Background: an optimization exercise with open tools, aiming at small area, a short achievable clock period and few clock cycles. Do not read the settings as production practice.
Where RTL was checked, it was by simulation tests only, not by an equivalence proof against the original.
Power is estimated from default activity; no workload was simulated.

==> inputs of run a <==
Design laser_stripe_center_extract, start of the top module:
module laser_stripe_center_extract (
  input  logic                clk,
  input  logic                rst_n,
  input  logic                in_push,
  output logic                in_full,
  input  logic [7:0]          in_pixel,
  input  logic                in_row_end,
  input  logic                in_frame_end,
  output logic                out_empty,
  input  logic                out_pop,
  output logic [lsce_pkg::ROW_W-1:0]    out_row_number,
  output logic                out_found,
  output logic [lsce_pkg::CENTRE_W-1:0] out_centre_q8,
  output logic                out_last,
  input  logic                cfg_valid,
  output logic                cfg_ready,
  input  logic [1:0]          cfg_index,
  input  logic [12:0]         cfg_data
);
export LEC_CHECK = 0
export CAP_MARGIN = 20
export CORE_MARGIN = 2
export CORE_UTILIZATION = 40
export CTS_BUF_LIST = sky130_fd_sc_hd__clkbuf_8
export CTS_CLUSTER_DIAMETER = 60
export CTS_CLUSTER_SIZE = 16
export SLEW_MARGIN = 20
create_clock -name core_clock -period 8.0 [get_ports {clk}]
standard.sh (not shown) runs the stock make flow with config.mk's settings and CLKGATE_MAP_FILE= SYNTH_SCRIPT=/design/flow/synth_recipe.tcl, a recipe that flattens the netlist after the stock synthesis.
==> flow/flow/run.sh <==
#!/bin/bash
set -euo pipefail
bash standard.sh SETUP_SLACK_MARGIN=5.2 "BUFFER_PORTS_ARGS=-buffer_cell sky130_fd_sc_hd__buf_2" finish > standard_flow.log 2>&1
==> inputs of run b, as changes to run a <==
--- a/flow/design.v
+++ b/flow/design.v
@@ -29,23 +29,24 @@
   input  logic        rst_n,
   input  logic        in_push,
   output logic        in_full,
   input  logic [7:0]  in_pixel,
   input  logic        in_row_end,
   input  logic        in_frame_end,
   input  logic [8:0]  thr,
+  input  logic signed [9:0] nthr,
   input  logic        job_free,
   input  logic        job_idle_next,
   output logic        job_load,
   output logic [8:0]  job_p,
-  output logic [9:0]  job_d1,
+  output logic [8:0]  job_q,
   output logic [8:0]  job_s,
-  output logic [9:0]  job_d2,
-  output logic [12:0] job_sum,
-  output logic [12:0] job_wid,
+  output logic [8:0]  job_r,
+  output logic [11:0] job_pkc,
+  output logic [11:0] job_trc,
   output logic        job_found,
   input  logic        res_pop,
   input  logic        res_last,
   output logic [11:0] row_number,
   output logic        job_last
 );
   logic [7:0]        pd0_r, pd1_r;
@@ -55,24 +56,23 @@
   logic              ev_f_r;        
   logic              ev_last_r;
   logic signed [8:0] ev_g_r;
   logic              accept, room;
   logic signed [8:0] pk1_r, tr1_r, prev_r;
   logic signed [8:0] pk0_r, pk2_r, tr0_r, tr2_r;
   logic [11:0]       pkc_r, trc_r;          
-  logic              pk_pend_r, tr_pend_r, pk_at0_r, tr_at0_r;
+  logic              pk_pend_r, tr_pend_r, pk_at0_r, tr_at0_r, pk_ok_r, tr_ok_r;
   logic              fresh_r;               
   logic              fin_r, fin_last_r, full_r;
   logic [11:0]       row_r;
   logic signed [8:0] n_pk1, n_tr1, n_prev;
   logic signed [8:0] n_pk0, n_pk2, n_tr0, n_tr2;
   logic [11:0]       n_pkc, n_trc;
-  logic              n_pk_pend, n_tr_pend, n_pk_at0, n_tr_at0, n_fresh;
-  logic              upd_pk, upd_tr, fin_take;
-  logic signed [9:0] trt;
+  logic              n_pk_pend, n_tr_pend, n_pk_at0, n_tr_at0, n_pk_ok, n_tr_ok, n_fresh;
+  logic              upd_pk, upd_tr, fin_take, thr0, idle_next;
   logic signed [8:0] g, g0;
   assign in_full = full_r;
   assign row_number = row_r;
   assign accept  = in_push && !full_r;
   assign room    = kcm_r != 12'hfff;
   always_ff @(posedge clk) begin
     if (!rst_n) begin
@@ -101,20 +101,21 @@
         ev_last_r <= in_frame_end;
       end
     end
   end
   always_comb begin
     g    = ev_g_r;
     g0   = fresh_r ? 9'sd0 : g;
+    thr0 = thr == 9'd0;
     upd_pk = fresh_r || lsce_pkg::sge9(g, pk1_r);
     upd_tr = fresh_r || !lsce_pkg::sge9(g, tr1_r);
     n_pk1 = pk1_r;  n_pk0 = pk0_r;  n_pk2 = pk2_r;  n_pkc = pkc_r;
-    n_pk_pend = pk_pend_r;  n_pk_at0 = pk_at0_r;
+    n_pk_pend = pk_pend_r;  n_pk_at0 = pk_at0_r;  n_pk_ok = pk_ok_r;
     n_tr1 = tr1_r;  n_tr0 = tr0_r;  n_tr2 = tr2_r;  n_trc = trc_r;
-    n_tr_pend = tr_pend_r;  n_tr_at0 = tr_at0_r;
+    n_tr_pend = tr_pend_r;  n_tr_at0 = tr_at0_r;  n_tr_ok = tr_ok_r;
     n_prev = prev_r;
     n_fresh = fresh_r;
     if (ev_v_r) begin
       if (upd_pk) begin
         n_pk1 = g0;
         n_pk0 = prev_r;
         n_pk2 = '0;                           
@@ -132,37 +133,41 @@
         n_trc = kcm_r;
         n_tr_pend = 1'b1;
         n_tr_at0 = fresh_r;
       end else if (tr_pend_r) begin
         n_tr2 = g;
         n_tr_pend = 1'b0;
       end
+      if (fresh_r) begin
+        n_pk_ok = thr0;
+        n_tr_ok = thr0;
+      end else begin
+        n_pk_ok = pk_ok_r || lsce_pkg::sge10(10'(g), {1'b0, thr});
+        n_tr_ok = tr_ok_r || lsce_pkg::sge10(nthr, 10'(g));
+      end
       n_prev = g0;
       n_fresh = 1'b0;
     end
     job_load = fin_r && job_free;
-    job_p    = 9'(pk1_r - pk0_r);                               
-    job_d1   = 10'({pk1_r, 1'b0} - 10'(pk0_r) - 10'(pk2_r));   
-    job_s    = 9'(tr2_r - tr1_r);                               
-    job_d2   = 10'(10'(tr0_r) + 10'(tr2_r) - {tr1_r, 1'b0});   
-    job_sum  = {1'b0, pkc_r} + {1'b0, trc_r};                   
-    job_wid  = {1'b0, trc_r} - {1'b0, pkc_r};                   
-    trt = 10'(tr1_r) + $signed({1'b0, thr});
-    job_found = !fresh_r && !pk_at0_r && !tr_at0_r
-                && lsce_pkg::sge10(10'(pk1_r), {1'b0, thr})    
-                && (trt[9] || trt == 10'sd0)                    
+    job_p    = 9'(pk1_r - pk0_r);            
+    job_q    = 9'(pk1_r - pk2_r);            
+    job_s    = 9'(tr2_r - tr1_r);            
+    job_r    = 9'(tr0_r - tr1_r);            
+    job_pkc  = pkc_r;
+    job_trc  = trc_r;
+    job_found = !fresh_r && pk_ok_r && tr_ok_r && !pk_at0_r && !tr_at0_r
                 && (pk1_r > 9'sd0) && (tr1_r <= 9'sd0);
     job_last = fin_last_r;
     fin_take = ev_f_r && (!fin_r || job_load);
   end
   always_ff @(posedge clk) begin
     pk1_r <= n_pk1;  pk0_r <= n_pk0;  pk2_r <= n_pk2;  pkc_r <= n_pkc;
-    pk_pend_r <= n_pk_pend;  pk_at0_r <= n_pk_at0;
+    pk_pend_r <= n_pk_pend;  pk_at0_r <= n_pk_at0;  pk_ok_r <= n_pk_ok;
     tr1_r <= n_tr1;  tr0_r <= n_tr0;  tr2_r <= n_tr2;  trc_r <= n_trc;
-    tr_pend_r <= n_tr_pend;  tr_at0_r <= n_tr_at0;
+    tr_pend_r <= n_tr_pend;  tr_at0_r <= n_tr_at0;  tr_ok_r <= n_tr_ok;
     prev_r <= n_prev;
     if (fin_take) begin
       fin_last_r <= ev_last_r;
     end
   end
   always_ff @(posedge clk) begin
     if (!rst_n) begin
@@ -187,19 +192,19 @@
 module lsce_back (
   input  logic               clk,
   input  logic               rst_n,
   input  logic signed [12:0] wmin,
   input  logic signed [12:0] wmax,
   input  logic               job_load,
   input  logic [8:0]         job_p,
-  input  logic [9:0]         job_d1,
+  input  logic [8:0]         job_q,
   input  logic [8:0]         job_s,
-  input  logic [9:0]         job_d2,
-  input  logic [12:0]        job_sum,
-  input  logic [12:0]        job_wid,
+  input  logic [8:0]         job_r,
+  input  logic [11:0]        job_pkc,
+  input  logic [11:0]        job_trc,
   input  logic               job_found,
   input  logic               job_last,
   output logic               job_free,
   output logic               job_idle_next,
   output logic               out_empty,
   input  logic               out_pop,
   output logic               res_pop,
@@ -242,15 +247,15 @@
       tv_step = {tv[8:0], 1'b1};
     end else if (!dd1_r && dd2_r) begin
       tv_step = {tv_dec[8:0], 1'b1};
     end else begin
       tv_step = {tv[8:0], 1'b0};
     end
     eq = ((r1_r == r2_r) && (d1_r == d2_r)) || ((r1_r == '0) && (r2_r == '0));
-    decide = eq_r || (dd1_r != dd2_r) || (cnt_r == 5'd28);
+    decide = eq_r || (dd1_r != dd2_r) || (cnt_r == 5'd29);
     lt = !eq_r && !dd1_r && dd2_r;
     centre = {jm_r + {11'h7ff, ~jn_r[9], jn_r[8]}, jn_r[7:1]};
     deliver = run_r && cnt_r == 5'd31 && empty_r;
     run_n = job_load || (run_r && !deliver);
     job_idle_next = !run_n;
   end
   always_ff @(posedge clk) begin
@@ -275,34 +280,42 @@
   end
   always_ff @(posedge clk) begin
     dd1_r <= dg1;
     dd2_r <= dg2;
     eq_r  <= eq;
     if (job_load) begin
       r1_r <= {1'b0, job_p};
-      d1_r <= job_d1;
+      d1_r <= {1'b0, job_q};
       r2_r <= {1'b0, job_s};
-      d2_r <= job_d2;
-      jm_r <= job_sum;
-      jn_r <= job_wid;
+      d2_r <= {1'b0, job_r};
+      jm_r <= {1'b0, job_pkc};
+      jn_r <= {1'b0, job_trc};
       ok_r <= job_found;
       last_r <= job_last;
       cnt_r <= '0;
     end else if (run_r && cnt_r != 5'd31) begin
       cnt_r <= cnt_r + 5'd1;
-      r1_r <= nr1;                              
-      r2_r <= nr2;
+      if (cnt_r != 5'd0) begin
+        r1_r <= nr1;                            
+        r2_r <= nr2;
+      end
       if (cnt_r == 5'd0) begin
+        d1_r <= r1_r + d1_r;                    
+        d2_r <= r2_r + d2_r;                    
+        jn_r <= jn_r - jm_r;                    
+      end else if (cnt_r == 5'd1) begin
         jn_r <= '0;                             
-        if (!(ok_r && wid_ok)) begin
+        if (ok_r && wid_ok) begin
+          jm_r <= {jm_r[11:0], 1'b0} + jn_r;    
+        end else begin
           ok_r <= 1'b0;
           jm_r <= 13'd2;
           cnt_r <= 5'd31;
         end
-      end else if (cnt_r < 5'd9) begin
+      end else if (cnt_r < 5'd10) begin
         jn_r[9:0] <= tv_step;                   
       end else if (decide) begin
         jn_r[9:0] <= lt ? tv : tv_inc;
         cnt_r <= 5'd31;
       end
     end
   end
@@ -323,19 +336,20 @@
   output logic                out_last,
   input  logic                cfg_valid,
   output logic                cfg_ready,
   input  logic [1:0]          cfg_index,
   input  logic [12:0]         cfg_data
 );
   logic [8:0]         thr_r;
+  logic signed [9:0]  nthr_r;    
   logic signed [12:0] wmin_r, wmax_r;
   logic        job_free, job_idle_next, job_load, job_found, job_last;
   logic [8:0]  job_p, job_s;
-  logic [9:0]  job_d1, job_d2;
-  logic [12:0] job_sum, job_wid;
+  logic [8:0]  job_q, job_r;
+  logic [11:0] job_pkc, job_trc;
   logic        res_pop;
   assign cfg_ready = 1'b1;
   always_ff @(posedge clk) begin
     if (!rst_n) begin
       thr_r  <= 9'd35;
       wmin_r <= 13'sd1;
       wmax_r <= 13'sd20;
@@ -345,50 +359,54 @@
         2'd1: wmin_r <= $signed(cfg_data);
         2'd2: wmax_r <= $signed(cfg_data);
         default: begin
         end
       endcase
     end
   end
+  always_ff @(posedge clk) begin
+    nthr_r <= -$signed({1'b0, thr_r});
+  end
   lsce_front u_front (
     .clk       (clk),
     .rst_n     (rst_n),
     .in_push   (in_push),
     .in_full   (in_full),
     .in_pixel  (in_pixel),
     .in_row_end(in_row_end),
     .in_frame_end(in_frame_end),
     .thr       (thr_r),
+    .nthr      (nthr_r),
     .job_free  (job_free),
     .job_idle_next(job_idle_next),
     .job_load  (job_load),
     .job_p     (job_p),
-    .job_d1    (job_d1),
+    .job_q    (job_q),
     .job_s     (job_s),
-    .job_d2    (job_d2),
-    .job_sum   (job_sum),
-    .job_wid   (job_wid),
+    .job_r    (job_r),
+    .job_pkc   (job_pkc),
+    .job_trc   (job_trc),
     .job_found (job_found),
     .res_pop   (res_pop),
     .res_last  (out_last),
     .row_number(out_row_number),
     .job_last  (job_last)
   );
   lsce_back u_back (
     .clk            (clk),
     .rst_n          (rst_n),
     .wmin           (wmin_r),
     .wmax           (wmax_r),
     .job_load       (job_load),
     .job_p          (job_p),
-    .job_d1         (job_d1),
+    .job_q         (job_q),
     .job_s          (job_s),
-    .job_d2         (job_d2),
-    .job_sum        (job_sum),
-    .job_wid        (job_wid),
+    .job_r         (job_r),
+    .job_pkc        (job_pkc),
+    .job_trc        (job_trc),
     .job_found      (job_found),
     .job_last       (job_last),
     .job_free       (job_free),
     .job_idle_next  (job_idle_next),
     .out_empty      (out_empty),
     .out_pop        (out_pop),
     .res_pop        (res_pop),
==> flow/flow/run.sh (replaced) <==
#!/bin/bash
set -euo pipefail
bash standard.sh SETUP_SLACK_MARGIN=5.2 finish > standard_flow.log 2>&1
CTS_BUF_LIST = default   (was sky130_fd_sc_hd__clkbuf_8)
CTS_CLUSTER_DIAMETER = default   (was 60)
CTS_CLUSTER_SIZE = default   (was 16)
==> notes.md <==
|  | run b | run a |
|---|---|---|
| Register-to-register setup slack | 5.29 ns | 5.28 ns |
| Post-synthesis instance total | 1741 | 1622 |
| Vias in the first global route | 12.8k | 11.8k |
| Area share of the largest cell type after synthesis | 35.4% | 37.0% |
| Worst-case hold path end point | u_front.pd1_r[2] | u_front.pd1_r[1] |
| Post-synthesis average cell area | 10.1 um2 | 10.4 um2 |
| Register bit count reported by yosys | 295 | 283 |
| Number of gates given a new drive strength after cts | 100 | 18 |
| Number of well taps | 585 | 539 |
| Result of the run | complete, no violations | complete, no violations |
| Area share of and/or/nand/nor cells after synthesis | 14.6% | 13.8% |
| Proportion of cell area occupied by multi-input gates | 43.9% | 44.7% |
| Floorplan die height | 214 um | 210 um |
| Clock period minus final worst setup slack | 2.76 ns | 2.78 ns |
| Detailed router's first-iteration violation count | 862 | 898 |
| Proportion of layout cells with a drive suffix above 1 | 11.2% | 12.0% |
| Length of routed met3 wiring | 2540 um | 1640 um |
| Leakage | 0.00827 uW | 0.00760 uW |
| Reported clock group power | 1590 uW | 1020 uW |
Testbench counts of run a, summed over its fixed seeds: cycles 85,097.
For run b, only the layout was checked, not whether the RTL still works.

afterwards: timing with drivers on the ports:
In the flow no input, the clock included, has a driving cell. The finished layouts below were timed again as built, in two steps. Step 1 assumes that a clkbuf_16 drives the clock port and a buf_2 every other input. Step 2 times the ports against the registers' clock, not the clock port: input delays grow and output delays shrink by t, the midpoint of the rising clock arrivals with the driver on. a / b / c = ideal / step 1 / step 2; a / b = the first two.
run	shift t [ns]	slack for setup (ns)	hold WS [ns]	worst setup path after step 2
run a	0.660	5.220 / 5.167 / 4.931	0.426 / 0.426 / 0.426	input to register
run b	0.570	5.237 / 5.181 / 4.741	0.417 / 0.417 / 0.417	input to register
After both steps setup and hold are still met in every run listed. The setup slack of run b, which loses most, moves by -0.056 ns with the drivers and by -0.496 ns with both steps.
